This design comes from an exercise in tuning for small area on the open sky130 flow, not from production work. In this exercise RTL edits were held to simulation tests only and were not proved equivalent to the original. No activity file was given, so power comes from the tool's default toggle rates.

--- design/flow/config.mk ---
export PLATFORM = sky130hd
export DESIGN_NAME = softreg_fabric_top
export DESIGN_NICKNAME = softreg_fabric_top
export VERILOG_FILES = /design/flow/design.v
export SDC_FILE = /design/flow/constraint.sdc
export NUM_CORES = 4
export LEC_CHECK = 0
export CAP_MARGIN = 20
export CORE_MARGIN = 2
export CORE_UTILIZATION = 35
export SLEW_MARGIN = 20
--- design/flow/constraint.sdc ---
create_clock -name core_clock -period 5.0 [get_ports {global_clk}]
set_input_delay 1.0000 -clock core_clock [delete_from_list [all_inputs] [get_ports {global_clk}]]
set_output_delay 1.0000 -clock core_clock [all_outputs]
set_load 0.01 [all_outputs]
--- design/flow/design.v ---
`timescale 1ns/1ns
package softreg_pkg;
	localparam int SR_ADDR_W = 32;
	localparam int SR_DATA_W = 64;
	localparam int BANK_SEL_W = 8;
	localparam int REG_SEL_W  = 8;
	localparam int SR_REQ_W  = 2 + SR_ADDR_W + SR_DATA_W;
	localparam int SR_RESP_W = 1 + SR_DATA_W;
	localparam int UNUSED_HI_W = SR_ADDR_W - BANK_SEL_W - REG_SEL_W;
	typedef struct packed {
		logic [UNUSED_HI_W-1:0] unused_hi;
		logic [BANK_SEL_W-1:0]  bank_sel;
		logic [REG_SEL_W-1:0]   reg_sel;
	} sr_addr_t;
	typedef struct packed {
		logic                 valid;
		logic                 is_write;
		sr_addr_t             addr;
		logic [SR_DATA_W-1:0] data;
	} softreg_req_t;
	typedef struct packed {
		logic                 valid;
		logic [SR_DATA_W-1:0] data;
	} softreg_resp_t;
endpackage
`timescale 1ns/1ns
module pipe_delay #(
	parameter int WIDTH  = 1,
	parameter int STAGES = 1
) (
	input  logic             global_clk,
	input  logic             global_rst_n,
	input  logic [WIDTH-1:0] in_bus,
	output logic [WIDTH-1:0] out_bus
);
	generate
		if (STAGES == 0) begin : gen_no_delay
			assign out_bus = in_bus;
		end else begin : gen_delay
			logic [WIDTH-1:0] stage_q [STAGES];
			always_ff @(posedge global_clk) begin
				if (global_rst_n) begin
					for (int s = 0; s < STAGES; s++) begin
						stage_q[s] <= '0;
					end
				end else begin
					stage_q[0] <= in_bus;
					for (int s = 1; s < STAGES; s++) begin
						stage_q[s] <= stage_q[s-1];
					end
				end
			end
			assign out_bus = stage_q[STAGES-1];
		end
	endgenerate
endmodule
`timescale 1ns/1ns
module softreg_bank #(
	parameter int BANK_ID       = 0,
	parameter int REGS_PER_BANK = 8
) (
	input  logic          global_clk,
	input  logic          global_rst_n,
	input  softreg_pkg::softreg_req_t  req,
	output softreg_pkg::softreg_resp_t resp
);
	localparam int BANK_SEL_W = softreg_pkg::BANK_SEL_W;
	localparam int REG_IDX_W = (REGS_PER_BANK > 1) ? $clog2(REGS_PER_BANK) : 1;
	softreg_pkg::sr_addr_t req_addr;
	logic                  bank_hit;
	logic                  reg_hit;
	logic                  access_hit;
	logic                  wr_hit;
	logic                  rd_hit;
	logic [REG_IDX_W-1:0]  reg_idx;
	assign req_addr = req.addr;
	assign bank_hit = (req_addr.unused_hi == '0) &&
		(req_addr.bank_sel == BANK_SEL_W'(BANK_ID));
	assign reg_hit = (int'(req_addr.reg_sel) < REGS_PER_BANK);
	assign access_hit = req.valid && bank_hit && reg_hit;
	assign wr_hit     = access_hit && req.is_write;
	assign rd_hit     = access_hit && !req.is_write;
	assign reg_idx = req_addr.reg_sel[REG_IDX_W-1:0];
	logic [softreg_pkg::SR_DATA_W-1:0] regs_q [REGS_PER_BANK];
	always_ff @(posedge global_clk) begin
		if (global_rst_n) begin
			for (int r = 0; r < REGS_PER_BANK; r++) begin
				regs_q[r] <= '0;
			end
		end else if (wr_hit) begin
			regs_q[reg_idx] <= req.data;
		end
	end
	always_ff @(posedge global_clk) begin
		if (global_rst_n) begin
			resp <= '0;
		end else if (rd_hit) begin
			resp <= {1'b1, regs_q[reg_idx]};
		end else begin
			resp <= '0;
		end
	end
endmodule
`timescale 1ns/1ns
module resp_or_tree #(
	parameter int NUM_BANKS = 4
) (
	input  logic          global_clk,
	input  logic          global_rst_n,
	input  logic [NUM_BANKS*softreg_pkg::SR_RESP_W-1:0] leaf_resp,
	output softreg_pkg::softreg_resp_t root_resp
);
	localparam int NUM_NODES = 2 * NUM_BANKS - 1;
	localparam int LEAF_BASE = NUM_BANKS - 1;
	logic [softreg_pkg::SR_RESP_W-1:0] node_q [NUM_NODES];
	always_ff @(posedge global_clk) begin
		if (global_rst_n) begin
			for (int n = 0; n < NUM_NODES; n++) begin
				node_q[n] <= '0;
			end
		end else begin
			for (int b = 0; b < NUM_BANKS; b++) begin
				node_q[LEAF_BASE + b] <= leaf_resp[b*softreg_pkg::SR_RESP_W +: softreg_pkg::SR_RESP_W];
			end
			for (int n = 0; n < LEAF_BASE; n++) begin
				node_q[n] <= node_q[2*n + 1] | node_q[2*n + 2];
			end
		end
	end
	assign root_resp = node_q[0];
endmodule
`timescale 1ns/1ns
module softreg_fabric_top #(
	parameter int NUM_BANKS     = 4,
	parameter int REGS_PER_BANK = 8,
	parameter int REQ_STAGES    = 2,
	parameter int RESP_STAGES   = 2
) (
	input  logic          global_clk,
	input  logic          global_rst_n,
	input  logic [softreg_pkg::SR_REQ_W-1:0]  softreg_req,
	output logic [softreg_pkg::SR_RESP_W-1:0] softreg_resp
);
	softreg_pkg::softreg_req_t bank_req;
	logic [NUM_BANKS*softreg_pkg::SR_RESP_W-1:0] bank_resp;
	softreg_pkg::softreg_resp_t tree_resp;
	pipe_delay #(
		.WIDTH(softreg_pkg::SR_REQ_W),
		.STAGES(REQ_STAGES)
	) req_pipe (
		.global_clk(global_clk),
		.global_rst_n(global_rst_n),
		.in_bus(softreg_req),
		.out_bus(bank_req)
	);
	genvar b;
	generate
		for (b = 0; b < NUM_BANKS; b++) begin : gen_bank
			softreg_bank #(
				.BANK_ID(b),
				.REGS_PER_BANK(REGS_PER_BANK)
			) bank (
				.global_clk(global_clk),
				.global_rst_n(global_rst_n),
				.req(bank_req),
				.resp(bank_resp[b*softreg_pkg::SR_RESP_W +: softreg_pkg::SR_RESP_W])
			);
		end
	endgenerate
	resp_or_tree #(
		.NUM_BANKS(NUM_BANKS)
	) resp_tree (
		.global_clk(global_clk),
		.global_rst_n(global_rst_n),
		.leaf_resp(bank_resp),
		.root_resp(tree_resp)
	);
	pipe_delay #(
		.WIDTH(softreg_pkg::SR_RESP_W),
		.STAGES(RESP_STAGES)
	) resp_pipe (
		.global_clk(global_clk),
		.global_rst_n(global_rst_n),
		.in_bus(tree_resp),
		.out_bus(softreg_resp)
	);
endmodule
--- design/flow/run.sh ---
#!/bin/bash
# synth_recipe.tcl (not shown) runs the flow's synth.tcl, then flattens the netlist and writes it again
# the make line also repeats each setting of config.mk as NAME=value (left out here)
make -C /OpenROAD-flow-scripts/flow DESIGN_CONFIG=/design/flow/config.mk WORK_HOME=/design/flow/orfs CLKGATE_MAP_FILE= SYNTH_SCRIPT=/design/flow/synth_recipe.tcl finish
==> flow_summary.ini, run 1 <==
[grt]
grt_max_degree = 172
grt_pass1_wl_um = 559000
grt_pass1_vias = 74100
antenna_found_initial = 39
grt_overflow = 0
gr-usage-all-layers = 0.234

[detailed_routing]
dr.pass1.iters = 9
wirelength_um = 400000
drt_iter0_drc = 11500
antenna_left = 0
route.detailed.drc = 0
routed_via_density = 5.61
wire_per_inst_um = 29.6
num_vias = 75800

[timing]
tightestPinTransition_ns = 1.22
max_freq_mhz = 263
hold_ws_ns = 0.427
min_period_ns = 3.80
finalCritPeriodShare = 0.761
finalMaxSlewViolations = 0
slew_headroom = 0.184
grt_setup_unrepaired = no
skew_ns = 0.0659
hold_viol_final = 0
setup_viol = 0

[clock_network]
clk_latency_ns = 0.90
cts_made_buffers = 318
h-tree-depth = 5
post_cts_buffers = 0
numClockSinks = 3089
cts_tree = done
cts_buffer_depth = 4
clkTransAtPathRegs_ns = 0.07
clk_root_buffer_cell = clkbuf_16
cts_hold_buf = 0
cts_resized = 0

[yosys]
avgSynthCellArea_um2 = 13.1
synthDistinctLibCells = 57
ys.flop_type = edfxtp_1
ys_seq_area_frac = 0.711
synth-edff-count = 2048
ys_seq_elements = 3089
synth_cells = 8831
yosys_warnings = 10
async_flop_share = 0
synth_area_mm2 = 0.116
syn_nets = 8931

[job]
cap_violations = 0

[placed_design]
port_buffers = 164
dp_hpwl_um = 218000
place.gp.congestion = 0.849

[pwr]
vdd_drop_max_mv = 0.279
power.density_mw_per_mm2 = 405
total_power_uw = 53900
leakage_uw = 0.0446

[floorplan]
rows = 211
core_area_mm2 = 0.330
die_width_um = 579
io_pins = 165
dieArea_mm2 = 0.336
initial_core_util = 0.351
die_h_um = 579

[worst_setup_path]
rr_worst_depth = 6
critical_path_class = reg2reg
end_kind = flop
r2r-end = gen_bank[1].bank.resp[63]
reg2reg_slack_ns = 1.20
worst_ep_arrival_time_ns = 4.48
crit_required_ns = 5.68
r2r-start = req_pipe.gen_delay.stage_q[1][65]
startpoint_type = flop
critPathMaxFanout = 49

[run_status]
status = timing/DRC/antenna clean

[layout]
fin_nets = 8970
postLayoutCoreUtil = 0.404
area_delta_synth_final_pct = 14.9
drive_gt1_frac = 0.124

[hold_path]
min_delay_path_depth = 2
hold_end = resp_tree.node_q[2][20]
hold_path_class = reg2reg
hold_start = resp_tree.node_q[5][20]
==> how the worst max path moves through the flow <==
stage                                       from                        endpoint  slack (ns)  cells after the start
6_report       req_pipe.gen_delay.stage_q[1][65]       gen_bank[1].bank.resp[63]        1.20                      6
5_1_grt        req_pipe.gen_delay.stage_q[1][65]       gen_bank[1].bank.resp[63]        1.10                      6
4_1_cts        req_pipe.gen_delay.stage_q[1][84]  gen_bank[3].bank.regs_q[5][53]        1.29                      7
3_5_place_dp                        global_rst_n  gen_bank[2].bank.regs_q[4][16]        1.18                      7
3_3_place_gp                        global_rst_n   gen_bank[3].bank.regs_q[7][2]        1.20                      7
2_1_floorplan                       global_rst_n   gen_bank[3].bank.regs_q[0][0]       -0.49                      7
==> synth_stat cells (all sizes together) (6+ instances only) <==
library cell	instances	share of area
a31oi	10	0.00054
inv	8	0.00026
o21ai	30	0.0013
buf	269	0.015
a21oi	120	0.0052
or3	7	0.00038
nand2	299	0.0097
a22oi	149	0.0097
dfxtp	1041	0.18
mux2i	271	0.023
clkbuf	385	0.012
nor2b	659	0.036
o22a	17	0.0013
a21o	21	0.0014
o21a	89	0.0058
a221oi	140	0.011
nor3	7	0.00030
nand4	6	0.00032
a221o	9	0.00078
mux4	243	0.047
o22ai	105	0.0057
mux2	21	0.0020
edfxtp	2048	0.53
a22o	31	0.0023
a2bb2oi	6	0.00045
and2	6	0.00032
nand3	197	0.0085
nor2	2582	0.085
nor4	9	0.00049
==> through the flow <==
stage	instances	instance area, um2	TNS (ns)	worst slack [ns]
after floorplan	8831	116000	-402.66	-0.492
after global placement	12900	123000	0	1.20
after detailed placement	12900	123000	0	1.18
after CTS	13500	133000	0	1.29
after global routing	13500	133000	0	1.10
final	13500	133000	0	1.20
==> state kept, by name, summed over array words and instances (netlist names) <==
name	cells
gen_bank.bank.regs_q	2048
resp_pipe.gen_delay.stage_q	130
resp_tree.node_q	455
gen_bank.bank.resp	260
req_pipe.gen_delay.stage_q	196
==> final cells by class <==
| class | instances | area [um2] |
|---|---|---|
| timing repair buffer | 373 | 4070 |
| tap | 4366 | 5460 |
| sequential | 3089 | 82400 |
| clock buffer | 436 | 9100 |
| multi-input combinational | 5079 | 30800 |
| inverter | 9 | 38.8 |
| antenna | 13 | 32.5 |
| clock inverter | 144 | 1310 |
| fill | 30500 | 197000 |
==> layout by cell type, fill, tap and decap left out, types with 149 or more instances in the layout <==
cell / synthesis / layout
clkbuf_16: 0 / 333
mux4_2: 243 / 243
nand3_1: 197 / 195
dfxtp_1: 1041 / 1037
edfxtp_1: 2048 / 2048
a22oi_1: 149 / 149
nor2b_1: 659 / 652
clkdlybuf4s50_1: 0 / 163
nor2_1: 2500 / 2497
mux2i_1: 271 / 271
nand2_1: 299 / 297
==> kinds of logic (layout without fill, tap and decap cells) <==
family,after synthesis,in the layout,synth area share
flops,3089,3089,0.711
other cells,0,13,0
buf+inv,663,962,0.0276
compound gates,743,743,0.0462
simple gates,3801,3801,0.143
mux,535,535,0.0727
==> report_power, final <==
part           leakage, uW  switching [uW]  internal, uW
clock network      0.00516           10100         13700
logic              0.00906            1600           633
registers           0.0304             226         27600
total               0.0446           12000         41900
==> layer usage <==
| metal | share of wire | wire length (um) | GRT usage | up-vias |
|---|---|---|---|---|
| met1 | 0.39 | 156000 | 0.323 | 38000 |
| met5 | 0.0011 | 429 | 0 | - |
| met4 | 0.037 | 14700 | 0.0783 | 26 |
| met3 | 0.15 | 59700 | 0.0786 | 910 |
| li1 | - | - | - | 31200 |
| met2 | 0.42 | 170000 | 0.343 | 5684 |
==> critical path, stage by stage, from the launching register on <==
cell     delay [ns]
dfxtp_4        0.86
buf_4          0.85
and2_1         0.62
buf_12         0.31
a22oi_1        0.14
a21oi_1        0.17
o21a_1         0.49
==> run 2: changes to the inputs <==
--- a/design/flow/design.v
+++ b/design/flow/design.v
@@ -130,58 +130,56 @@
 	assign root_resp = node_q[0];
 endmodule
 `timescale 1ns/1ns
-module softreg_fabric_top #(
-	parameter int NUM_BANKS     = 4,
-	parameter int REGS_PER_BANK = 8,
-	parameter int REQ_STAGES    = 2,
-	parameter int RESP_STAGES   = 2
-) (
+module softreg_fabric_top (
 	input  logic          global_clk,
 	input  logic          global_rst_n,
 	input  logic [softreg_pkg::SR_REQ_W-1:0]  softreg_req,
 	output logic [softreg_pkg::SR_RESP_W-1:0] softreg_resp
 );
-	softreg_pkg::softreg_req_t bank_req;
-	logic [NUM_BANKS*softreg_pkg::SR_RESP_W-1:0] bank_resp;
-	softreg_pkg::softreg_resp_t tree_resp;
-	pipe_delay #(
-		.WIDTH(softreg_pkg::SR_REQ_W),
-		.STAGES(REQ_STAGES)
-	) req_pipe (
-		.global_clk(global_clk),
-		.global_rst_n(global_rst_n),
-		.in_bus(softreg_req),
-		.out_bus(bank_req)
-	);
-	genvar b;
+	localparam int NREGS  = 32;
+	localparam int DW     = softreg_pkg::SR_DATA_W;
+	localparam int DSTAGES = 7;
+	logic rst;
+	assign rst = global_rst_n;
+	logic       req_valid;
+	logic       req_write;
+	logic       in_range;
+	logic [4:0] req_idx;
+	assign req_valid = softreg_req[97];
+	assign req_write = softreg_req[96];
+	assign in_range = req_valid && (softreg_req[95:74] == '0) && (softreg_req[71:67] == '0);
+	assign req_idx  = {softreg_req[73:72], softreg_req[66:64]};
+	logic [DW-1:0] wr_data;
+	assign wr_data = rst ? '0 : softreg_req[DW-1:0];
+	logic [DW-1:0] regs_q [NREGS];
+	genvar r;
 	generate
-		for (b = 0; b < NUM_BANKS; b++) begin : gen_bank
-			softreg_bank #(
-				.BANK_ID(b),
-				.REGS_PER_BANK(REGS_PER_BANK)
-			) bank (
-				.global_clk(global_clk),
-				.global_rst_n(global_rst_n),
-				.req(bank_req),
-				.resp(bank_resp[b*softreg_pkg::SR_RESP_W +: softreg_pkg::SR_RESP_W])
-			);
+		for (r = 0; r < NREGS; r++) begin : gen_reg
+			logic wr_en;
+			assign wr_en = rst || (in_range && req_write && (req_idx == 5'(r)));
+			always_ff @(posedge global_clk) begin
+				if (wr_en) regs_q[r] <= wr_data;
+			end
 		end
 	endgenerate
-	resp_or_tree #(
-		.NUM_BANKS(NUM_BANKS)
-	) resp_tree (
-		.global_clk(global_clk),
-		.global_rst_n(global_rst_n),
-		.leaf_resp(bank_resp),
-		.root_resp(tree_resp)
-	);
-	pipe_delay #(
-		.WIDTH(softreg_pkg::SR_RESP_W),
-		.STAGES(RESP_STAGES)
-	) resp_pipe (
-		.global_clk(global_clk),
-		.global_rst_n(global_rst_n),
-		.in_bus(tree_resp),
-		.out_bus(softreg_resp)
-	);
+	logic       rd_valid_q [DSTAGES + 1];
+	logic [4:0] rd_idx_q;
+	logic [DW-1:0] rd_data_q [DSTAGES];
+	always_ff @(posedge global_clk) begin
+		if (rst) begin
+			for (int s = 0; s <= DSTAGES; s++) rd_valid_q[s] <= 1'b0;
+		end else begin
+			rd_valid_q[0] <= in_range && !req_write;
+			for (int s = 1; s <= DSTAGES; s++) rd_valid_q[s] <= rd_valid_q[s-1];
+		end
+	end
+	always_ff @(posedge global_clk) begin
+		rd_idx_q <= req_idx;
+	end
+	always_ff @(posedge global_clk) begin
+		rd_data_q[0] <= regs_q[rd_idx_q];
+		for (int s = 1; s < DSTAGES - 1; s++) rd_data_q[s] <= rd_data_q[s-1];
+		rd_data_q[DSTAGES-1] <= (rd_valid_q[DSTAGES-1] && !rst) ? rd_data_q[DSTAGES-2] : '0;
+	end
+	assign softreg_resp = {rd_valid_q[DSTAGES], rd_data_q[DSTAGES-1]};
 endmodule
--- a/design/flow/config.mk
+++ b/design/flow/config.mk
@@ -7,5 +7,7 @@
 export LEC_CHECK = 0
 export CAP_MARGIN = 20
 export CORE_MARGIN = 2
-export CORE_UTILIZATION = 35
+export CORE_UTILIZATION = 60
+export CTS_BUF_LIST = sky130_fd_sc_hd__clkbuf_8
+export PLACE_DENSITY = 0.7
 export SLEW_MARGIN = 20
==> run 2 against run 1 <==
  * Still clean on timing, DRC and antenna
  * First-iteration DRC count decreased by 13%
  * Critical path type unchanged
  * Global-route usage increased by 14 points
  * Sequential power decreased by 8.6%
  * Total power decreased by 20%
  * Sequential share of layout area increased by 9.7 points
  * Routed wire length decreased by 31%
  * Via count decreased by 31%
  * Final cell count decreased by 44%
==> flow_summary.ini, run 2 <==
[grt]
grt_max_degree = 66
grt_pass1_vias = 50100
gr-usage-all-layers = 0.377
grt_pass1_wl_um = 378000
antenna_found_initial = 16
grt_overflow = 0

[timing]
slew_headroom = 0.135
grt_setup_unrepaired = no
min_period_ns = 3.97
finalMaxSlewViolations = 0
hold_ws_ns = 0.295
skew_ns = 0.0834
hold_viol_final = 0
max_freq_mhz = 252
fin_ws_ns = 1.03
tightestPinTransition_ns = 1.29
finalCritPeriodShare = 0.793
setup_viol = 0

[clock_network]
cts_made_buffers = 390
clkTransAtPathRegs_ns = 0.06
cts_buffer_depth = 4
clk_latency_ns = 1.08
cts_hold_buf = 0
post_cts_buffers = 0
cts_tree = done
h-tree-depth = 5
numClockSinks = 2509
clk_root_buffer_cell = clkbuf_8
cts_resized = 0

[run_status]
status = timing/DRC/antenna clean

[placed_design]
dp_hpwl_um = 157000
dpl_cell_area_mm2 = 0.0918
preCtsSetupSlack_ns = 0.701
port_buffers = 164
place.gp.congestion = 0.904
place_inst = 6810

[detailed_routing]
dr.pass1.iters = 9
antenna_left = 0
wire_per_inst_um = 36.8
drt_iter0_drc = 10000
routed_via_density = 6.95
route.detailed.drc = 0
wirelength_um = 276000
num_vias = 52200

[floorplan]
core_area_mm2 = 0.141
dieArea_mm2 = 0.145
die_h_um = 381
initial_core_util = 0.603
io_pins = 165
rows = 138
die_width_um = 381

[yosys]
synthTopCellsByCount = edfxtp_1, a22oi_1, dfxtp_1
synth_most_common_cell = edfxtp_1
avgSynthCellArea_um2 = 18.0
syn_nets = 4826
synthDistinctLibCells = 63
async_flop_share = 0
yosysTopAreaCell = edfxtp_1
ys.flop_type = edfxtp_1
ys_seq_area_frac = 0.831
ys_seq_elements = 2509
synthTopCellsByArea = edfxtp_1, dfxtp_1, a22oi_1
synth_top_area_share = 0.722
synth_area_mm2 = 0.0851
synth_cells = 4726
synth-edff-count = 2048
yosys_warnings = 4

[worst_setup_path]
rr_worst_depth = 8
worst_ep_arrival_time_ns = 4.91
slowest_delay_ns = 1.17
crit_required_ns = 5.94
end_kind = flop
startpoint_type = flop
crit_slowest_cell = nor2_4
critical_path_class = reg2reg
critPathMostFrequentCell = buf_4
critPathMaxFanout = 20
crit_chain = buf_4 -> nand3b_1 -> nor2_4 -> buf_4 -> a22oi_1 -> nand4_1 -> nor4_1 -> a31oi_1

[pwr]
total_power_uw = 43300
leakage_uw = 0.0346
vdd_drop_max_mv = 0.292
power.density_mw_per_mm2 = 438

[layout]
largest-register = regs_q
fin_cells = 7503
area_delta_synth_final_pct = 16.2
final_cell_mix = edfxtp_1, a22oi_1, dfxtp_1
final_common_cell = edfxtp_1
drive_gt1_frac = 0.167
largest_reg_flops = 2048
reg_top3 = regs_q: 2048 flops, rd_data_q: 448 flops, rd_valid_q: 8 flops
stdcell_area_mm2 = 0.0989
fin_nets = 5414

[hold_path]
min_delay_path_depth = 0
hold_path_class = reg2reg

[job]
cap_violations = 0
==> run 2: critical path: cells and delay by family (launching register included) <==
kind	cells	cell delay, ns
DFF	1	0.49
AOI/OAI and AO/OA	2	0.40
buffers and inverters	2	0.90
and+or+nand+nor	4	2.07
==> run 2: metrics by stage <==
| step | util | setup TNS [ns] |
|---|---|---|
| 2_1_floorplan | - | -254.10 |
| 3_3_place_gp | 0.649 | 0 |
| 3_5_place_dp | 0.650 | 0 |
| 4_1_cts | 0.699 | 0 |
| 5_1_grt | 0.700 | 0 |
| 6_report | 0.700 | 0 |
==> run 2: logic make-up (layout without fill, tap and decap cells) <==
group	count (synthesis)	in the layout	share of synthesized area
buffers and inverters	259	1138	0.0141
AO/OA/AOI/OAI	1118	1118	0.0983
flip-flops	2509	2509	0.831
AND/OR/NAND/NOR	753	753	0.0460
other	0	8	0
multiplexers	87	87	0.0109
==> run 2: final timing paths <==
kind                     from                to  slack, ns
max               rd_idx_q[1]  rd_data_q[0][44]       1.03
min          rd_data_q[4][27]  rd_data_q[5][27]       0.30
min reg2reg  rd_data_q[4][27]  rd_data_q[5][27]       0.30
max reg2reg       rd_idx_q[1]  rd_data_q[0][44]       1.03
==> run 2: where the power goes <==
group	switching (uW)	internal, uW	leakage, uW	total, uW
clock network	7620	8030	0.00419	15700
logic	1650	611	0.00685	2260
registers	685	24800	0.0236	25400
==> run 2: final cells by class <==
class	count	area, um2
diodes	8	20.0
clock buffers	433	5960
clock inverters	250	1080
fillers	8917	42300
inverters	7	26.3
multi-input cells	1958	14000
flip-flops and latches	2509	70700
well taps	1890	2360
repair buffers	448	4740
==> run 2: metal layers <==
metal,track usage,wire [um],vias to the layer above
met5,0,158,-
met4,0.201,16300,22
li1,-,-,20300
met2,0.551,121000,5244
met3,0.119,45100,964
met1,0.510,92900,25700
==> run 3: changes to the inputs <==
--- a/design/flow/config.mk
+++ b/design/flow/config.mk
@@ -7,7 +7,5 @@
 export LEC_CHECK = 0
 export CAP_MARGIN = 20
 export CORE_MARGIN = 2
-export CORE_UTILIZATION = 60
-export CTS_BUF_LIST = sky130_fd_sc_hd__clkbuf_8
-export PLACE_DENSITY = 0.7
+export CORE_UTILIZATION = 35
 export SLEW_MARGIN = 20
==> run 3 against run 2 <==
  * Non-clock buffer count is 36 higher
  * Final cell count is 15% higher
  * Still clean
  * Core utilization is 28 points lower
  * Critical path depth is 1 lower
  * Final area is 2.9% higher
  * Register-to-register slack better by 0.097 ns
  * Synthesized cell count stayed put
  * Highest routed layer unchanged
  * Hold slack better by 0.0090 ns
  * Clock skew is 0.031 ns lower
  * Count of clock-buffer cells in the layout is 128 lower
  * Via count is 2.1% lower
  * Sequential power hardly changed
==> flow_summary.ini, run 3 <==
[yosys]
synth_cells = 4726
yosysTopAreaCell = edfxtp_1
synth_most_common_cell = edfxtp_1
ys.flop_type = edfxtp_1
ys_seq_area_frac = 0.831
synthTopCellsByArea = edfxtp_1, dfxtp_1, a22oi_1
synthDistinctLibCells = 63
synthTopCellsByCount = edfxtp_1, a22oi_1, dfxtp_1
avgSynthCellArea_um2 = 18.0
synth_area_mm2 = 0.0851
ys_seq_elements = 2509
async_flop_share = 0
syn_nets = 4826
yosys_warnings = 4
synth_top_area_share = 0.722
synth-edff-count = 2048

[grt]
grt_max_degree = 70
grt_pass1_wl_um = 406000
grt_pass1_vias = 48800
antenna_found_initial = 18
grt_overflow = 0
gr-usage-all-layers = 0.235

[hold_path]
hold_path_class = reg2reg
min_delay_path_depth = 0

[floorplan]
rows = 181
io_pins = 165
core_area_mm2 = 0.243
dieArea_mm2 = 0.247
initial_core_util = 0.351
die_h_um = 497
die_width_um = 497

[worst_setup_path]
worst_ep_arrival_time_ns = 4.59
end_kind = flop
critical_path_class = reg2reg
startpoint_type = flop
crit_required_ns = 5.72
critPathMaxFanout = 23
rr_worst_depth = 7

[detailed_routing]
num_vias = 51100
drt_iter0_drc = 9409
antenna_left = 0
wire_per_inst_um = 34.7
routed_via_density = 5.93
route.detailed.drc = 0
wirelength_um = 299000
dr.pass1.iters = 7

[timing]
grt_setup_unrepaired = no
hold_ws_ns = 0.304
skew_ns = 0.0526
finalSetupTns_ns = 0
setup_viol = 0
min_period_ns = 3.87
hold_viol_final = 0
finalCritPeriodShare = 0.774
slew_headroom = 0.143
max_freq_mhz = 258
finalMaxSlewViolations = 0
tightestPinTransition_ns = 1.28

[layout]
fin_cells = 8619
area_delta_synth_final_pct = 19.5
final_cell_mix = edfxtp_1, a22oi_1, dfxtp_1
fillers = 21100
largest_reg_flops = 2048
fin_nets = 5298
final_common_cell = edfxtp_1
largest-register = regs_q
reg_top3 = regs_q: 2048 flops, rd_data_q: 448 flops, rd_valid_q: 8 flops
drive_gt1_frac = 0.159
postLayoutCoreUtil = 0.419

[clock_network]
cts_tree = done
cts_buffer_depth = 3
h-tree-depth = 4
numClockSinks = 2509
clk_root_buffer_cell = clkbuf_16
cts_made_buffers = 238
cts_resized = 0
clkTransAtPathRegs_ns = 0.06
clk_latency_ns = 0.90
cts_hold_buf = 0
post_cts_buffers = 0

[pwr]
vdd_drop_max_mv = 0.349
leakage_uw = 0.0345
p_seq_frac = 0.551
p_sw_uw = 10300
power.density_mw_per_mm2 = 453
p_int_uw = 35800
comb_power_share = 0.052
clkPwrFrac = 0.397
sw_frac_of_total = 0.224

[placed_design]
dp_hpwl_um = 175000
place_inst = 8159
port_buffers = 164
place.gp.congestion = 0.873

[job]
cap_violations = 0

[run_status]
status = timing/DRC/antenna clean
## run 3: cell count changes in the layout (fill, tap and decap cells not counted), sizes merged
cell	delta
inv	-152
clkbuf	-128
buf	+36
bufinv	+22
clkinv	+16
clkinvlp	+12
diode	-2
## run 3: critical path, cell delays in order (launching register included)
cell and delay, ns:
dfxtp_4 0.67, nand2b_1 0.57, buf_4 0.42, nor2_4 0.23
a22oi_1 0.75, nand4_1 0.25, or3_1 0.39, o32a_1 0.39
## run 3: power groups by stage
stage                     Clock [uW]  Sequential, uW  Combinational [uW]
final                          18300           25400                2400
after global routing           19200           25500                2440
after CTS                      18500           25400                2340
after detailed placement           0           25800                2340
after global placement             0           25800                2300
after floorplan                    0           25500                 976
## run 3: path summary, 6_finish.rpt
| check | startpoint | endpoint | slack, ns |
|---|---|---|---|
| hold / removal | rd_data_q[4][36] | rd_data_q[5][36] | 0.30 |
| setup reg to reg | rd_idx_q[3] | rd_data_q[0][28] | 1.13 |
| setup / recovery | rd_idx_q[3] | rd_data_q[0][28] | 1.13 |
| hold reg to reg | rd_data_q[4][36] | rd_data_q[5][36] | 0.30 |
## run 3: layout make-up
type / count / area (um2) / area share
flip-flops and latches: 2509 / 70700 / 0.695
multi-input cells: 1958 / 14000 / 0.137
clock buffers: 305 / 6440 / 0.0633
repair buffers: 484 / 5060 / 0.0498
well taps: 3202 / 4010 / 0.0394
clock inverters: 148 / 1460 / 0.0143
inverters: 7 / 26.3 / 0.000258
diodes: 6 / 15.0 / 0.000148
## run 3: routing by layer
metal,vias up,track usage,part of all wire
li1,20000,-,-
met1,26200,0.314,0.37
met2,4224,0.363,0.45
met3,672,0.0647,0.13
met4,20,0.0952,0.044
met5,-,0,0.00041
## run 3: kinds of logic (layout without fill, tap and decap cells)
group	Yosys count	in the layout	share of synthesized area
muxes	87	87	0.0109
other	0	6	0
buffers and inverters	259	944	0.0141
AOI/OAI and AO/OA	1118	1118	0.0983
DFF	2509	2509	0.831
and+or+nand+nor	753	753	0.0460
## run 3: through the flow
stage / power, uW / cell area [um2] / worst slack (ns)
2_1_floorplan: 26500 / 85100 / -0.331
6_report: 46100 / 102000 / 1.13
3_5_place_dp: 28200 / 93800 / 0.497
3_3_place_gp: 28100 / 93600 / 0.447
4_1_cts: 46200 / 102000 / 1.31
5_1_grt: 47200 / 102000 / 1.16
==> run 4: changes to the inputs <==
==> design/flow/flow/run.sh (new file) <==
#!/bin/bash
# Standard ORFS layout with smaller port buffers and no CTS dummy loads.
set -uo pipefail
cd "$(dirname "${BASH_SOURCE[0]}")/.."
bash standard.sh \
  "BUFFER_PORTS_ARGS=-buffer_cell sky130_fd_sc_hd__buf_1" \
  "CTS_ARGS=-sink_clustering_enable -repair_clock_nets -buf_list sky130_fd_sc_hd__clkbuf_8 -dont_use_dummy_load" \
  finish > flow_make.log 2>&1
status=$?
tail -20 flow_make.log
exit $status
==> design/flow/standard.sh (new file) <==
#!/bin/bash
# synth_recipe.tcl (not shown) runs the flow's synth.tcl, then flattens the netlist and writes it again
# the make line also repeats each setting of config.mk as NAME=value (left out here)
make -C /OpenROAD-flow-scripts/flow DESIGN_CONFIG=/design/flow/config.mk WORK_HOME=/design/flow/orfs CLKGATE_MAP_FILE= SYNTH_SCRIPT=/design/flow/synth_recipe.tcl "${@:-finish}"
--- a/design/flow/config.mk
+++ b/design/flow/config.mk
@@ -7,5 +7,7 @@
 export LEC_CHECK = 0
 export CAP_MARGIN = 20
 export CORE_MARGIN = 2
-export CORE_UTILIZATION = 35
+export CORE_UTILIZATION = 60
+export CTS_BUF_LIST = sky130_fd_sc_hd__clkbuf_8
+export PLACE_DENSITY = 0.7
 export SLEW_MARGIN = 20
removed: design/flow/run.sh
==> run 4 against run 3 <==
  * Sequential power about the same
  * Routed wire length decreased by 7.2%
  * Count of clock-buffer cells in the layout increased by 85
  * Setup slack got worse by 0.018 ns
  * Final area decreased by 5.9%
  * Fmax decreased by 0.46%
  * Still clean
  * Critical path depth unchanged
  * Largest cell class unchanged
  * Non-clock buffer count decreased by 63
  * Synthesized cell count unchanged
  * Final cell count decreased by 17%
  * Critical path type unchanged
  * Core utilization increased by 26 points
  * Sequential share of layout area increased by 4.3 points
==> flow_summary.ini, run 4 <==
[floorplan]
io_pins = 165
rows = 138
die_h_um = 381
initial_core_util = 0.603
dieArea_mm2 = 0.145
core_area_mm2 = 0.141
die_width_um = 381

[yosys]
syn_nets = 4826
ys_seq_area_frac = 0.831
synthMuxAreaShare = 0.0109
synth_top_family_by_area = compound AO/OA/AOI/OAI gates
async_flop_share = 0
yosys_warnings = 4
avgSynthCellArea_um2 = 18.0
synth_compound_area_frac = 0.0983
synthXorXnorAreaFrac = 0
synthTopCellsByArea = edfxtp_1, dfxtp_1, a22oi_1
yosys.area_share.simple = 0.0460
yosysTopAreaCell = edfxtp_1
synthDistinctLibCells = 63
synth_cells = 4726
synth-edff-count = 2048
synth_area_mm2 = 0.0851
synthTopCellsByCount = edfxtp_1, a22oi_1, dfxtp_1
synth_most_common_cell = edfxtp_1
synth_top_area_share = 0.722
ys.flop_type = edfxtp_1
ys_seq_elements = 2509
synth_fa_ha_area_frac = 0

[placed_design]
dpl_cell_area_mm2 = 0.0903
dp_hpwl_um = 157000
port_buffers = 164
place.gp.congestion = 0.902
preCtsSetupSlack_ns = 0.989

[timing]
finalMaxSlewViolations = 0
slew_headroom = 0.108
max_freq_mhz = 257
tightestPinTransition_ns = 1.34
hold_viol_final = 0
skew_ns = 0.106
finalCritPeriodShare = 0.778
grt_setup_unrepaired = no
fin_ws_ns = 1.11
setup_viol = 0
min_period_ns = 3.89

[layout]
largest_reg_flops = 2048
area_delta_synth_final_pct = 12.5
largest-register = regs_q
fin_nets = 5387
final_common_cell = edfxtp_1
postLayoutCoreUtil = 0.678
drive_gt1_frac = 0.157
stdcell_area_mm2 = 0.0957
reg_top3 = regs_q: 2048 flops, rd_data_q: 448 flops, rd_valid_q: 8 flops
final_cell_mix = edfxtp_1, a22oi_1, dfxtp_1

[grt]
gr-usage-all-layers = 0.380
antenna_found_initial = 17
grt_pass1_vias = 49800
grt_max_degree = 65
grt_pass1_wl_um = 380000
grt_overflow = 0

[run_status]
status = timing/DRC/antenna clean

[worst_setup_path]
crit_required_ns = 5.88
startpoint_type = flop
critPathMaxFanout = 25
end_kind = flop
worst_ep_arrival_time_ns = 4.76
critical_path_class = reg2reg

[detailed_routing]
wire_per_inst_um = 38.7
num_vias = 51700
routed_via_density = 7.20
drt_iter0_drc = 10700
route.detailed.drc = 0
wirelength_um = 278000
dr.pass1.iters = 9
antenna_left = 0

[pwr]
leakage_uw = 0.0326
power.density_mw_per_mm2 = 433
vdd_drop_max_mv = 0.259

[clock_network]
clk_latency_ns = 1.10
cts_tree = done
cts_resized = 0
post_cts_buffers = 0
clkTransAtPathRegs_ns = 0.06
numClockSinks = 2509
clk_root_buffer_cell = clkbuf_8
h-tree-depth = 5
cts_buffer_depth = 4
cts_hold_buf = 0
cts_made_buffers = 390

[hold_path]
hold_path_class = reg2reg

[job]
cap_violations = 0
[run 4: cell counts after synthesis]
Identical to the previous run, type by type.
[run 4: kinds of logic after synthesis]
kind of cell	count (synthesis)
buf+inv	259
simple gates	753
compound gates	1118
mux	87
flops	2509
[run 4: worst max-delay path, cell delays in order (launching register included)]
cell and delay [ns]:
dfxtp_4 0.59, or3b_1 0.71, nor2_4 1.12, buf_4 0.48
a22oi_1 0.15, nand4_1 0.13, nor2_1 0.10, a21oi_1 0.38
[run 4: report_power, final]
part           internal, uW  total, uW  switching (uW)  leakage (uW)
clock network          6860      13800            6940       0.00280
registers             24800      25500             699        0.0236
logic                   537       2210            1670       0.00622
[run 4: per-stage QoR]
stage	hold slack [ns]	instances	power, uW	TNS (ns)
after detailed placement	0.312	6784	27900	0
final	0.235	7180	41500	0
after global placement	0.310	6783	27800	0
after global routing	0.213	7176	42500	0
after floorplan	0.310	4726	26500	-254.10
after CTS	0.165	7174	41400	0
[run 4: worst paths after layout]
check,startpoint,end,slack [ns],cells after the start
hold reg to reg,rd_data_q[2][24],rd_data_q[3][24],0.23,0
setup reg to reg,rd_idx_q[4],rd_data_q[0][57],1.11,7
setup / recovery,rd_idx_q[4],rd_data_q[0][57],1.11,7
hold / removal,rd_data_q[2][24],rd_data_q[3][24],0.23,0
[run 4: layer usage]
layer | GRT usage | vias up | wire (um)
li1 | - | 19900 | -
met1 | 0.514 | 25400 | 92300
met2 | 0.550 | 5476 | 120000
met3 | 0.138 | 964 | 49900
met4 | 0.189 | 16 | 15800
met5 | 0 | - | 130
[run 4: area by class of cell]
class                           instances  area [um2]
Sequential cell                      2509       70700
Antenna cell                            5        12.5
Inverter                                7        26.3
Multi-Input combinational cell       1958       14000
Clock buffer                          390        5370
Fill cell                            9174       45500
Timing Repair Buffer                  421        3280
Tap cell                             1890        2360
==> run 5: changes to the inputs <==
--- a/design/flow/design.v
+++ b/design/flow/design.v
@@ -163,7 +163,7 @@
 		end
 	endgenerate
 	logic       rd_valid_q [DSTAGES + 1];
-	logic [4:0] rd_idx_q;
+	logic [NREGS-1:0] rd_sel_q;
 	logic [DW-1:0] rd_data_q [DSTAGES];
 	always_ff @(posedge global_clk) begin
 		if (rst) begin
@@ -174,10 +174,16 @@
 		end
 	end
 	always_ff @(posedge global_clk) begin
-		rd_idx_q <= req_idx;
+		for (int i = 0; i < NREGS; i++) rd_sel_q[i] <= (req_idx == 5'(i));
+	end
+	logic [DW-1:0] rd_mux;
+	always_comb begin
+		rd_mux = '0;
+		for (int i = 0; i < NREGS; i++)
+			rd_mux = rd_mux | (regs_q[i] & {DW{rd_sel_q[i]}});
 	end
 	always_ff @(posedge global_clk) begin
-		rd_data_q[0] <= regs_q[rd_idx_q];
+		rd_data_q[0] <= rd_mux;
 		for (int s = 1; s < DSTAGES - 1; s++) rd_data_q[s] <= rd_data_q[s-1];
 		rd_data_q[DSTAGES-1] <= (rd_valid_q[DSTAGES-1] && !rst) ? rd_data_q[DSTAGES-2] : '0;
 	end
==> design/flow/flow/run.sh (replaced) <==
#!/bin/bash
# Standard ORFS layout (the standard.sh) with these changes:
#  - synthesis maps the combinational logic with an area-oriented ABC script
#    (flow/abc_area_map.script in place of ORFS's abc_speed.script); the rest of
#    the synthesis, and so every register, is the standard one,
#  - buf_1 port buffers instead of the default clkdlybuf4s50_1,
#  - CTS with larger sink clusters on clkbuf_8 and no dummy loads,
#  - power recovery (gate downsizing) after global routing.
# Make output goes to synth_make.log and flow_make.log; ORFS writes each step's
# log under orfs/logs.
set -uo pipefail
cd "$(dirname "${BASH_SOURCE[0]}")/.."
rm -rf scripts_mod
cp -r "$FLOW_HOME/scripts" scripts_mod
cp flow/abc_area_map.script scripts_mod/abc_speed.script
bash standard.sh "SCRIPTS_DIR=$PWD/scripts_mod" synth > synth_make.log 2>&1
status=$?
if [[ $status -ne 0 ]]; then tail -20 synth_make.log; exit $status; fi
bash standard.sh \
  "BUFFER_PORTS_ARGS=-buffer_cell sky130_fd_sc_hd__buf_1" \
  "CTS_ARGS=-sink_clustering_enable -repair_clock_nets -dont_use_dummy_load -buf_list sky130_fd_sc_hd__clkbuf_8 -sink_clustering_size 18 -sink_clustering_max_diameter 60" \
  "RECOVER_POWER=100" \
  finish > flow_make.log 2>&1
status=$?
tail -20 flow_make.log
exit $status
==> design/flow/flow/abc_area_map.script (new file) <==
&get -n
&st
&dch
&nf -R 1000 -p -C 32 -F 8
&put
topo
stime -c
--- a/design/flow/config.mk
+++ b/design/flow/config.mk
@@ -7,7 +7,6 @@
 export LEC_CHECK = 0
 export CAP_MARGIN = 20
 export CORE_MARGIN = 2
-export CORE_UTILIZATION = 60
-export CTS_BUF_LIST = sky130_fd_sc_hd__clkbuf_8
-export PLACE_DENSITY = 0.7
+export CORE_UTILIZATION = 55
+export PLACE_DENSITY = 0.65
 export SLEW_MARGIN = 20
==> run 5 against run 4 <==
  * Routed wire length fell by 26%
  * Register-to-register slack better by 0.22 ns
  * Now fails the layout checks on max-capacitance violations, max-slew violations
  * Clock skew shrank 0.0033 ns
  * Highest routed layer unchanged
  * Sequential cell count up 27
  * Fmax rose by 3.1%
  * Synthesized cell count is 17% lower
  * Final cell count fell by 12%
  * Largest power group unchanged
  * Total power fell by 13%
  * Core utilization is 8.0 points lower
==> flow_summary.ini, run 5 <==
[run_status]
status = finished with violations
so.violations = max-capacitance violations, max-slew violations

[timing]
setup_viol = 0
finalMaxSlewViolations = 2678
skew_ns = 0.102
finalCritPeriodShare = 0.754
tightestPinTransition_ns = 2.39
finalSetupTns_ns = 0
grt_setup_unrepaired = no
slew_headroom = -0.596
min_period_ns = 3.77
hold_viol_final = 0
max_freq_mhz = 265

[floorplan]
die_width_um = 389
rows = 141
dieArea_mm2 = 0.152
initial_core_util = 0.553
die_h_um = 389
core_area_mm2 = 0.148
io_pins = 165

[pwr]
leakage_uw = 0.0288
comb_power_share = 0.041
power.density_mw_per_mm2 = 408
vdd_drop_max_mv = 0.290
p_seq_frac = 0.710
p_int_uw = 28300
p_sw_uw = 7680
clkPwrFrac = 0.248
sw_frac_of_total = 0.213

[hold_path]
hold_end = rd_valid_q[0]
hold_path_class = in2reg
min_delay_path_depth = 2
hold_start = softreg_req[96]

[worst_setup_path]
crit_required_ns = 5.65
startpoint_type = input pin
worst_ep_arrival_time_ns = 4.42
r2r-start = rd_sel_q[26]
reg2reg_slack_ns = 1.33
critical_path_class = in2reg
r2r-end = rd_data_q[0][35]
end_kind = flop
rr_worst_depth = 5
critPathMaxFanout = 41

[yosys]
yosys_warnings = 4
synthTopCellsByCount = edfxtp_1, dfxtp_1, a222oi_1
synthDistinctLibCells = 21
synth-edff-count = 2048
avgSynthCellArea_um2 = 20.9
synth_most_common_cell = edfxtp_1
async_flop_share = 0
syn_nets = 4013
ys.flop_type = edfxtp_1
synth_cells = 3913
ys_seq_area_frac = 0.872
synth_top_area_share = 0.753
synth_area_mm2 = 0.0817
synthTopCellsByArea = edfxtp_1, dfxtp_1, a222oi_1
ys_seq_elements = 2536
yosysTopAreaCell = edfxtp_1

[layout]
stdcell_area_mm2 = 0.0882
area_delta_synth_final_pct = 8.00
drive_gt1_frac = 0.0640
fin_nets = 4480
reg_top3 = regs_q: 2048 flops, rd_data_q: 448 flops, rd_sel_q: 32 flops
largest-register = regs_q
final_cell_mix = edfxtp_1, a222oi_1, dfxtp_1
largest_reg_flops = 2048
final_common_cell = edfxtp_1

[detailed_routing]
route.detailed.drc = 0
num_vias = 42300
wire_per_inst_um = 32.6
dr.pass1.iters = 10
wirelength_um = 206000
routed_via_density = 6.70
drt_iter0_drc = 7039
antenna_left = 0

[grt]
grt_overflow = 0
grt_pass1_vias = 40500
gr-usage-all-layers = 0.270
grt_pass1_wl_um = 294000
antenna_found_initial = 15
grt_max_degree = 66

[job]
cap_violations = 76

[clock_network]
cts_buffer_depth = 3
clk_latency_ns = 0.97
cts_hold_buf = 0
cts_tree = done
post_cts_buffers = 0
cts_resized = 0
clk_root_buffer_cell = clkbuf_8
clkTransAtPathRegs_ns = 0.10
numClockSinks = 2536
cts_made_buffers = 170
h-tree-depth = 4

[placed_design]
place.gp.congestion = 0.822
port_buffers = 164
dpl_cell_area_mm2 = 0.0864
dp_hpwl_um = 116000
[run 5: power groups by stage]
stage / logic [uW] / registers (uW) / clock network (uW)
after floorplan: 663 / 25800 / 0
after global placement: 1510 / 25900 / 0
after detailed placement: 1540 / 26000 / 0
after CTS: 1540 / 25500 / 9150
after global routing: 1570 / 25700 / 9830
final: 1490 / 25600 / 8940
[run 5: worst max-delay path, stage by stage]
cell and delay, ns:
buf_1 0.08, nor4_1 0.28, nand4_1 0.17, nor3b_1 0.29
buf_4 0.42, a21o_1 1.81, buf_12 0.30
[run 5: cells by family after synthesis]
| group | share of synthesized area |
|---|---|
| compound gates | 0.0870 |
| buf+inv | 0.0000919 |
| flops | 0.872 |
| simple gates | 0.0405 |
[run 5: layout make-up]
cell class / count / area (um2)
clock buffers: 170 / 2340
diodes: 2 / 5.00
fillers: 10500 / 59400
multi-input cells: 1376 / 10500
repair buffers: 296 / 1590
flip-flops and latches: 2536 / 71400
well taps: 1930 / 2410
[run 5: worst max path at each step]
stage	start	cells past startpoint	to	slack, ns
floorplan	softreg_req[75]	4	regs_q[0][0]	0.67
global placement	softreg_req[87]	7	regs_q[11][51]	1.22
detailed placement	softreg_req[79]	7	regs_q[11][51]	1.16
CTS	softreg_req[79]	7	regs_q[29][56]	2.19
global route	softreg_req[79]	7	regs_q[8][27]	1.05
finish	softreg_req[79]	7	regs_q[8][55]	1.23
[run 5: per-layer routing]
metal	global-route usage	wire length [um]	part of all wire	up-vias
li1	-	-	-	17700
met1	0.389	81900	0.40	21800
met2	0.431	98300	0.48	2456
met3	0.0541	21000	0.10	252
met4	0.0595	4230	0.021	12
met5	0	69	0.00034	-
[run 5: per-stage QoR]
stage / worst slack [ns] / instances / total power, uW / util / hold WS [ns]
2_1_floorplan: 0.669 / 3913 / 26500 / - / 0.310
3_3_place_gp: 1.22 / 6138 / 27400 / 0.585 / 0.310
3_5_place_dp: 1.16 / 6138 / 27500 / 0.585 / 0.312
4_1_cts: 2.19 / 6308 / 36200 / 0.601 / 0.156
5_1_grt: 1.05 / 6309 / 37100 / 0.597 / 0.184
6_report: 1.23 / 6310 / 36000 / 0.597 / 0.227
==> run 6: changes to the inputs <==
--- a/design/flow/flow/run.sh
+++ b/design/flow/flow/run.sh
@@ -5,7 +5,6 @@
 #    the synthesis, and so every register, is the standard one,
 #  - buf_1 port buffers instead of the default clkdlybuf4s50_1,
 #  - CTS with larger sink clusters on clkbuf_8 and no dummy loads,
-#  - power recovery (gate downsizing) after global routing.
 # Make output goes to synth_make.log and flow_make.log; ORFS writes each step's
 # log under orfs/logs.
 set -uo pipefail
@@ -19,7 +18,6 @@
 bash standard.sh \
   "BUFFER_PORTS_ARGS=-buffer_cell sky130_fd_sc_hd__buf_1" \
   "CTS_ARGS=-sink_clustering_enable -repair_clock_nets -dont_use_dummy_load -buf_list sky130_fd_sc_hd__clkbuf_8 -sink_clustering_size 18 -sink_clustering_max_diameter 60" \
-  "RECOVER_POWER=100" \
   finish > flow_make.log 2>&1
 status=$?
 tail -20 flow_make.log
==> run 6 against run 5 <==
  * Sequential cell count is the same
  * Combinational power grew 3%
  * Final cell count is essentially flat
  * Now clean on timing, DRC and antenna
  * Critical path depth is the same
  * Sequential power is essentially flat
  * Register-to-register slack gained 1.1 ns
  * Area after synthesis is the same
  * Total power is essentially flat
  * Global-route usage is the same
  * Clock skew grew 0.0030 ns
  * Synthesized cell count is the same
==> flow_summary.ini, run 6 <==
[run_status]
status = timing/DRC/antenna clean

[grt]
grt_max_degree = 66
grt_pass1_vias = 40500
grt_pass1_wl_um = 294000
grt_overflow = 0
gr-usage-all-layers = 0.270
antenna_found_initial = 15

[detailed_routing]
wire_per_inst_um = 32.6
wirelength_um = 205000
dr.max_layer_used = met5
wl_met3_um = 21600
dr.pass1.iters = 10
routed_via_density = 6.70
num_vias = 42300
drt_iter0_drc = 7213
wl_met1_um = 81700
route.detailed.drc = 0
dr_wl_met2_um = 98100
antenna_left = 0

[floorplan]
io_pins = 165
core_area_mm2 = 0.148
die_width_um = 389
initial_core_util = 0.553
dieArea_mm2 = 0.152
rows = 141
die_h_um = 389

[layout]
reg_top3 = regs_q: 2048 flops, rd_data_q: 448 flops, rd_sel_q: 32 flops
largest-register = regs_q
drive_gt1_frac = 0.0889
stdcell_area_mm2 = 0.0888
multi_input_area_mm2 = 0.0107
ff_latch_area_mm2 = 0.0714
postLayoutCoreUtil = 0.601
fin_nets = 4480
fillers = 10400
final_cell_mix = edfxtp_1, a222oi_1, dfxtp_1
final_common_cell = edfxtp_1
area_delta_synth_final_pct = 8.66
largest_reg_flops = 2048

[yosys]
syn_nets = 4013
ys_seq_area_frac = 0.872
synth_top_area_share = 0.753
async_flop_share = 0
synthDistinctLibCells = 21
synth_area_mm2 = 0.0817
ys.flop_type = edfxtp_1
synth-edff-count = 2048
yosysTopAreaCell = edfxtp_1
synthTopCellsByCount = edfxtp_1, dfxtp_1, a222oi_1
synth_cells = 3913
ys_seq_elements = 2536
avgSynthCellArea_um2 = 20.9
synth_most_common_cell = edfxtp_1
synthTopCellsByArea = edfxtp_1, dfxtp_1, a222oi_1
yosys_warnings = 4

[placed_design]
place.gp.congestion = 0.822
port_buffers = 164
dpl_cell_area_mm2 = 0.0864
dp_hpwl_um = 116000
preCtsSetupSlack_ns = 1.16

[pwr]
power.density_mw_per_mm2 = 406
leakage_uw = 0.0291
vdd_drop_max_mv = 0.292

[clock_network]
cts_resized = 0
clkTransAtPathRegs_ns = 0.10
cts_buffer_depth = 3
cts_hold_buf = 0
numClockSinks = 2536
cts_tree = done
clk_latency_ns = 0.97
h-tree-depth = 4
cts_made_buffers = 170
clk_root_buffer_cell = clkbuf_8
post_cts_buffers = 0

[timing]
min_period_ns = 2.89
slew_headroom = 0.246
tightestPinTransition_ns = 1.13
finalCritPeriodShare = 0.579
skew_ns = 0.105
finalMaxSlewViolations = 0
setup_viol = 0
fin_ws_ns = 2.11
hold_ws_ns = 0.240
hold_viol_final = 0
finalSetupTns_ns = 0
max_freq_mhz = 346
grt_setup_unrepaired = no

[worst_setup_path]
end_kind = flop
crit_chain = buf_1 -> nor4_1 -> nand4_1 -> nor3b_4 -> buf_4 -> a21o_4 -> buf_4
crit_slowest_cell = a21o_4
startpoint_type = input pin
crit_required_ns = 5.57
critPathMaxFanout = 32
critical_path_class = in2reg
critPathMostFrequentCell = buf_4
worst_ep_arrival_time_ns = 3.46
slowest_delay_ns = 0.67
crit_buf_inv = 3
critPathTopFamily = buffers and inverters

[hold_path]
hold_path_class = in2reg

[job]
cap_violations = 0
==> run 6: final cells by class <==
class	count	share of cell area
flip-flops and latches	2536	0.804
multi-input cells	1376	0.121
well taps	1930	0.0272
clock buffers	170	0.0264
repair buffers	296	0.0211
diodes	1	0.0000282
==> run 6: power breakdown <==
group          leakage [uW]  total, uW  internal [uW]  switching, uW
Combinational       0.00406       1530            345           1180
Sequential           0.0238      25500          24900            608
Clock               0.00122       8960           3050           5910
==> run 6: cell families after synthesis <==
family / Yosys count / synth area share
buf+inv: 1 / 0.0000919
compound gates: 785 / 0.0870
simple gates: 591 / 0.0405
flops: 2536 / 0.872
==> run 6: per-layer routing <==
layer  global-route usage  vias up
met2                0.431     2499
met3               0.0541      245
met5                    0        -
met1                0.389    21800
li1                     -    17700
met4               0.0595       12
==> run 6: metrics by stage <==
step           instances  power (uW)
2_1_floorplan       3913       26500
4_1_cts             6308       36200
3_5_place_dp        6138       27500
3_3_place_gp        6138       27400
5_1_grt             6309       37100
6_report            6309       36000
==> run 6: worst paths after layout <==
path	from	endpoint	slack, ns	cells past startpoint
setup / recovery	softreg_req[79]	regs_q[29][56]	2.11	7
hold / removal	softreg_req[96]	rd_valid_q[0]	0.24	2
setup reg to reg	rd_sel_q[26]	rd_data_q[0][39]	2.39	5
hold reg to reg	rd_data_q[2][9]	rd_data_q[3][9]	0.28	0
==> run 6: worst reg2reg max path: stages, from the launching register on <==
cell      delay (ns)
dfxtp_4         0.52
buf_4           0.38
a22o_1          0.29
a221oi_1        0.52
nand4_1         0.19
or4_1           0.58
==> run 7: changes to the inputs <==
--- a/design/flow/config.mk
+++ b/design/flow/config.mk
@@ -7,6 +7,6 @@
 export LEC_CHECK = 0
 export CAP_MARGIN = 20
 export CORE_MARGIN = 2
-export CORE_UTILIZATION = 55
-export PLACE_DENSITY = 0.65
+export CORE_UTILIZATION = 65
+export PLACE_DENSITY = 0.75
 export SLEW_MARGIN = 20
==> run 7 against run 6 <==
  * Still clean on timing, DRC and antenna
  * Final cell count shrank 4.6%
  * Sequential power about the same
  * Clock power shrank 3.5%
  * Global-route usage is 4.9 points higher
  * Largest cell class unchanged
==> flow_summary.ini, run 7 <==
[yosys]
synth_area_mm2 = 0.0817
ys_seq_area_frac = 0.872
synth-edff-count = 2048
syn_nets = 4013
yosys_warnings = 4
ys.flop_type = edfxtp_1
avgSynthCellArea_um2 = 20.9
async_flop_share = 0
synthTopCellsByArea = edfxtp_1, dfxtp_1, a222oi_1
ys_seq_elements = 2536
synth_cells = 3913
synthDistinctLibCells = 21
synth_most_common_cell = edfxtp_1
yosysTopAreaCell = edfxtp_1
synthTopCellsByCount = edfxtp_1, dfxtp_1, a222oi_1
synth_top_area_share = 0.753

[worst_setup_path]
critical_path_class = reg2reg
critPathMaxFanout = 34
critPathMostFrequentCell = nand4_1
crit_buf_inv = 0
worst_ep_arrival_time_ns = 3.68
end_kind = flop
startpoint_type = flop
crit_required_ns = 5.66
critPathTopFamily = simple AND/OR/NAND/NOR gates
crit_slowest_cell = nor2_1
crit_chain = a222oi_1 -> nand4_1 -> nor2_1 -> nand4_1
slowest_delay_ns = 0.79

[clock_network]
cts_hold_buf = 0
cts_buffer_depth = 3
cts_made_buffers = 162
clk_latency_ns = 0.93
post_cts_buffers = 0
h-tree-depth = 4
clk_root_buffer_cell = clkbuf_8
cts_tree = done
cts_resized = 0
numClockSinks = 2536
clkTransAtPathRegs_ns = 0.10

[timing]
hold_viol_final = 0
finalCritPeriodShare = 0.605
max_freq_mhz = 331
min_period_ns = 3.02
tightestPinTransition_ns = 1.18
finalSetupTns_ns = 0
slew_headroom = 0.215
grt_setup_unrepaired = no
skew_ns = 0.0798
finalMaxSlewViolations = 0
setup_viol = 0

[detailed_routing]
num_vias = 43400
wirelength_um = 204000
antenna_left = 0
drt_iter0_drc = 9352
dr.pass1.iters = 10
routed_via_density = 7.22
route.detailed.drc = 0
wire_per_inst_um = 33.9

[floorplan]
dieArea_mm2 = 0.129
rows = 130
io_pins = 165
core_area_mm2 = 0.125
die_width_um = 359
die_h_um = 359
initial_core_util = 0.652

[layout]
reg_top3 = regs_q: 2048 flops, rd_data_q: 448 flops, rd_sel_q: 32 flops
fillers = 7357
drive_gt1_frac = 0.0828
largest_reg_flops = 2048
final_common_cell = edfxtp_1
area_delta_synth_final_pct = 8.13
final_cell_mix = edfxtp_1, a222oi_1, dfxtp_1
largest-register = regs_q
stdcell_area_mm2 = 0.0883
fin_nets = 4460
fin_cells = 6016

[placed_design]
dp_hpwl_um = 115000
place.gp.congestion = 0.844
place_inst = 5846
port_buffers = 164
dpl_cell_area_mm2 = 0.0861

[grt]
antenna_found_initial = 16
grt_max_degree = 65
grt_overflow = 0
grt_pass1_wl_um = 289000
grt_pass1_vias = 41600
gr-usage-all-layers = 0.318

[pwr]
vdd_drop_max_mv = 0.319
total_power_uw = 35800
power.density_mw_per_mm2 = 405
leakage_uw = 0.0290

[hold_path]
hold_path_class = in2reg

[job]
cap_violations = 0

[run_status]
status = timing/DRC/antenna clean
-- run 7: layer usage --
layer / vias up / wire [um] / share of wire / global-route usage
met2: 3586 / 92700 / 0.46 / 0.482
met1: 21700 / 73400 / 0.36 / 0.457
met3: 419 / 30600 / 0.15 / 0.0908
li1: 17700 / - / - / -
met5: - / 51 / 0.00025 / 0
met4: 8 / 6870 / 0.034 / 0.103
-- run 7: cell families after synthesis --
group	Yosys count	share of synthesized area
and+or+nand+nor	591	0.0405
DFF	2536	0.872
buffers and inverters	1	0.0000919
AOI/OAI and AO/OA	785	0.0870
-- run 7: worst register-to-register path, stage by stage, from the launching register on --
cell and delay [ns]:
dfxtp_4 0.53, a222oi_1 0.76, nand4_1 0.20, nor2_1 0.79
nand4_1 0.47
-- run 7: path summary, 6_finish.rpt --
check                                 startpoint          endpoint  slack [ns]  depth (start not counted)
worst max-delay path                 rd_sel_q[7]  rd_data_q[0][49]        1.98                          4
worst min-delay path             softreg_req[96]     rd_valid_q[0]        0.25                          2
worst max register to register       rd_sel_q[7]  rd_data_q[0][49]        1.98                          4
worst min register to register  rd_data_q[1][32]  rd_data_q[2][32]        0.31                          0
-- run 7: metrics by stage --
step / utilization / setup WS (ns) / hold slack (ns)
detailed placement: 0.687 / 1.21 / 0.312
global route: 0.705 / 1.86 / 0.230
global placement: 0.687 / 1.28 / 0.310
floorplan: - / 0.669 / 0.310
finish: 0.705 / 1.98 / 0.249
CTS: 0.705 / 2.07 / 0.180
-- run 7: power by group --
part | internal, uW | total, uW | switching [uW]
Clock | 2920 | 8650 | 5740
Sequential | 24900 | 25500 | 616
Combinational | 351 | 1580 | 1230
-- run 7: final cells by class --
class	count	area (um2)	area share
flip-flops and latches	2536	71400	0.808
diodes	8	20.0	0.000227
well taps	1650	2060	0.0234
clock buffers	162	2230	0.0252
multi-input cells	1376	10700	0.122
repair buffers	284	1880	0.0213
==> run 8: changes to the inputs <==
--- a/design/flow/flow/run.sh
+++ b/design/flow/flow/run.sh
@@ -5,6 +5,7 @@
 #    the synthesis, and so every register, is the standard one,
 #  - buf_1 port buffers instead of the default clkdlybuf4s50_1,
 #  - CTS with larger sink clusters on clkbuf_8 and no dummy loads,
+#  - power recovery (gate downsizing) after global routing.
 # Make output goes to synth_make.log and flow_make.log; ORFS writes each step's
 # log under orfs/logs.
 set -uo pipefail
@@ -17,7 +18,8 @@
 if [[ $status -ne 0 ]]; then tail -20 synth_make.log; exit $status; fi
 bash standard.sh \
   "BUFFER_PORTS_ARGS=-buffer_cell sky130_fd_sc_hd__buf_1" \
-  "CTS_ARGS=-sink_clustering_enable -repair_clock_nets -dont_use_dummy_load -buf_list sky130_fd_sc_hd__clkbuf_8 -sink_clustering_size 18 -sink_clustering_max_diameter 60" \
+  "CTS_ARGS=-sink_clustering_enable -repair_clock_nets -dont_use_dummy_load -buf_list sky130_fd_sc_hd__clkbuf_8 -sink_clustering_size 16 -sink_clustering_max_diameter 50" \
+  "RECOVER_POWER=100" \
   finish > flow_make.log 2>&1
 status=$?
 tail -20 flow_make.log
--- a/design/flow/config.mk
+++ b/design/flow/config.mk
@@ -7,6 +7,6 @@
 export LEC_CHECK = 0
 export CAP_MARGIN = 20
 export CORE_MARGIN = 2
-export CORE_UTILIZATION = 65
-export PLACE_DENSITY = 0.75
+export CORE_UTILIZATION = 55
+export PLACE_DENSITY = 0.65
 export SLEW_MARGIN = 20
==> run 8 against run 7 <==
  * Now fails the layout checks on max-capacitance violations, max-slew violations
  * Routed wire length up 1.1%
  * Hold slack better by 0.019 ns
  * Sequential share of layout area down 0.22 points
  * Critical path type unchanged
  * Highest routed layer unchanged
==> flow_summary.ini, run 8 <==
[timing]
skew_ns = 0.118
grt_setup_unrepaired = no
finalMaxSlewViolations = 2653
finalSetupTns_ns = 0
finalCritPeriodShare = 0.796
hold_viol_final = 0
setup_viol = 0
min_period_ns = 3.98
tightestPinTransition_ns = 2.90
slew_headroom = -0.935
max_freq_mhz = 251

[worst_setup_path]
r2r-start = rd_sel_q[28]
critPathTopFamily = flip-flops
cp-startpoint = rd_sel_q[28]
rr_worst_depth = 4
critPathMaxFanout = 35
slowest_delay_ns = 1.91
end_kind = flop
crit_buf_inv = 1
startpoint_type = flop
r2r-end = rd_data_q[0][12]
crit_slowest_cell = dfxtp_1
endpoint = rd_data_q[0][12]
crit_chain = clkbuf_1 -> a222oi_1 -> and4_1 -> nand4_1
reg2reg_slack_ns = 1.02
crit_cells = 4
crit_required_ns = 5.87
critical_path_class = reg2reg
worst_ep_arrival_time_ns = 4.85

[yosys]
synth-edff-count = 2048
yosys_warnings = 4
yosys.area_share.simple = 0.0405
synth_cells = 3913
synthXorXnorAreaFrac = 0
async_flop_share = 0
yosysTopAreaCell = edfxtp_1
synthTopCellsByCount = edfxtp_1, dfxtp_1, a222oi_1
synth_top_family_by_area = compound AO/OA/AOI/OAI gates
synthMuxAreaShare = 0
ys_seq_area_frac = 0.872
synthTopCellsByArea = edfxtp_1, dfxtp_1, a222oi_1
synth_top_area_share = 0.753
ys.flop_type = edfxtp_1
synth_most_common_cell = edfxtp_1
synthDistinctLibCells = 21
avgSynthCellArea_um2 = 20.9
synth_fa_ha_area_frac = 0
ys_seq_elements = 2536
synth_compound_area_frac = 0.0870
synth_area_mm2 = 0.0817
syn_nets = 4013

[hold_path]
hold_path_class = reg2reg

[detailed_routing]
wire_per_inst_um = 32.5
wirelength_um = 206000
antenna_left = 0
routed_via_density = 6.71
drt_iter0_drc = 7098
num_vias = 42500
dr.pass1.iters = 10
route.detailed.drc = 0

[layout]
fin_cells = 6338
reg_top3 = regs_q: 2048 flops, rd_data_q: 448 flops, rd_sel_q: 32 flops
drive_gt1_frac = 0.0686
final_cell_mix = edfxtp_1, a222oi_1, dfxtp_1
largest_reg_flops = 2048
area_delta_synth_final_pct = 8.42
fin_nets = 4505
final_common_cell = edfxtp_1
stdcell_area_mm2 = 0.0886
largest-register = regs_q

[clock_network]
cts_made_buffers = 195
clk_latency_ns = 0.95
cts_tree = done
clkTransAtPathRegs_ns = 0.09
clk_root_buffer_cell = clkbuf_8
numClockSinks = 2536
cts_resized = 0
cts_hold_buf = 0
cts_buffer_depth = 3
h-tree-depth = 4
post_cts_buffers = 0

[floorplan]
core_area_mm2 = 0.148
die_width_um = 389
io_pins = 165
initial_core_util = 0.553
die_h_um = 389
rows = 141
dieArea_mm2 = 0.152

[placed_design]
dp_hpwl_um = 116000
port_buffers = 164
dpl_cell_area_mm2 = 0.0864
place_inst = 6138
place.gp.congestion = 0.822

[grt]
grt.busiest_layer = met2
gr-usage-met1 = 0.388
gr-usage-all-layers = 0.270
grt_pass1_wl_um = 294000
grt_use_met2 = 0.429
grt_max_degree = 66
grt_pass1_vias = 40800
antenna_found_initial = 12
met3_usage = 0.0563
grt_overflow = 0

[pwr]
power.density_mw_per_mm2 = 412
vdd_drop_max_mv = 0.277
leakage_uw = 0.0290

[job]
cap_violations = 76

[run_status]
status = finished with violations
so.violations = max-capacitance violations, max-slew violations
[run 8: layout make-up]
cell class / count / area (um2)
repair buffers: 296 / 1590
flip-flops and latches: 2536 / 71400
fillers: 10500 / 59100
multi-input cells: 1376 / 10500
well taps: 1930 / 2410
clock buffers: 195 / 2680
diodes: 5 / 12.5
[run 8: cell families (layout without fill, tap and decap cells)]
family                 Yosys count  count (layout)
buffers and inverters            1             491
and+or+nand+nor                591             591
DFF                           2536            2536
AOI/OAI and AO/OA              785             785
other                            0               5
[run 8: per-stage QoR]
| stage | utilization | total power [uW] | hold WS, ns | setup WS [ns] |
|---|---|---|---|---|
| after floorplan | - | 26500 | 0.310 | 0.669 |
| after global placement | 0.585 | 27400 | 0.310 | 1.22 |
| after detailed placement | 0.585 | 27500 | 0.312 | 1.16 |
| after CTS | 0.603 | 36700 | 0.184 | 2.14 |
| after global routing | 0.600 | 37700 | 0.240 | 0.992 |
| final | 0.600 | 36500 | 0.268 | 1.02 |
[run 8: metal layers]
layer | up-vias | part of all wire
li1 | 17800 | -
met1 | 21900 | 0.39
met2 | 2550 | 0.48
met3 | 296 | 0.11
met4 | 10 | 0.022
met5 | - | 0.00085
[run 8: report_power, final]
part	switching, uW	internal (uW)	total, uW
logic	1180	307	1490
clock network	6000	3470	9470
registers	607	25000	25600
[run 8: worst min-delay path by stage]
| stage | cells past startpoint | endpoint | startpoint | slack [ns] |
|---|---|---|---|---|
| after floorplan | 0 | rd_data_q[1][0] | rd_data_q[0][0] | 0.31 |
| after global placement | 0 | rd_data_q[2][13] | rd_data_q[1][13] | 0.31 |
| after detailed placement | 0 | rd_data_q[2][8] | rd_data_q[1][8] | 0.31 |
| after CTS | 2 | rd_valid_q[0] | softreg_req[96] | 0.18 |
| after global routing | 2 | rd_valid_q[0] | softreg_req[96] | 0.24 |
| final | 0 | rd_data_q[2][28] | rd_data_q[1][28] | 0.27 |

[what the ideal ports hide]
Ports are ideal in the flow. The routed layouts listed here were re-timed in OpenROAD. Step 1: set_driving_cell puts a clkbuf_16 on global_clk and a buf_2 on each other input, an assumption about the parent block. Step 2 moves the port delays by t, midway between the first and last clock arrival at a register: inputs arrive t later, outputs are due t later. That takes back most of the time a late clock gives input paths. Slacks: ideal / step 1 / step 2; pairs: ideal / step 1.
| run | t, ns | setup WS [ns] | pins driven straight from the clock port |
|---|---|---|---|
| run 1 | 0.973 | 1.197 / 1.197 / 0.905 | 1 |
| run 2 | 1.117 | 1.033 / 1.033 / 0.541 | 1 |
| run 3 | 0.965 | 1.130 / 1.130 / 0.463 | 1 |
| run 4 | 1.112 | 1.112 / 1.112 / 0.860 | 1 |
| run 5 | 1.008 | 1.231 / 1.290 / 0.282 | 1 |
| run 6 | 1.010 | 2.106 / 2.166 / 1.156 | 1 |
| run 7 | 0.979 | 1.976 / 1.976 / 1.154 | 1 |
| run 8 | 0.976 | 1.023 / 1.023 / 0.266 | 1 |
For run 6, which loses most, drivers alone change the setup slack by +0.060 ns; drivers and shift together by -0.950 ns.
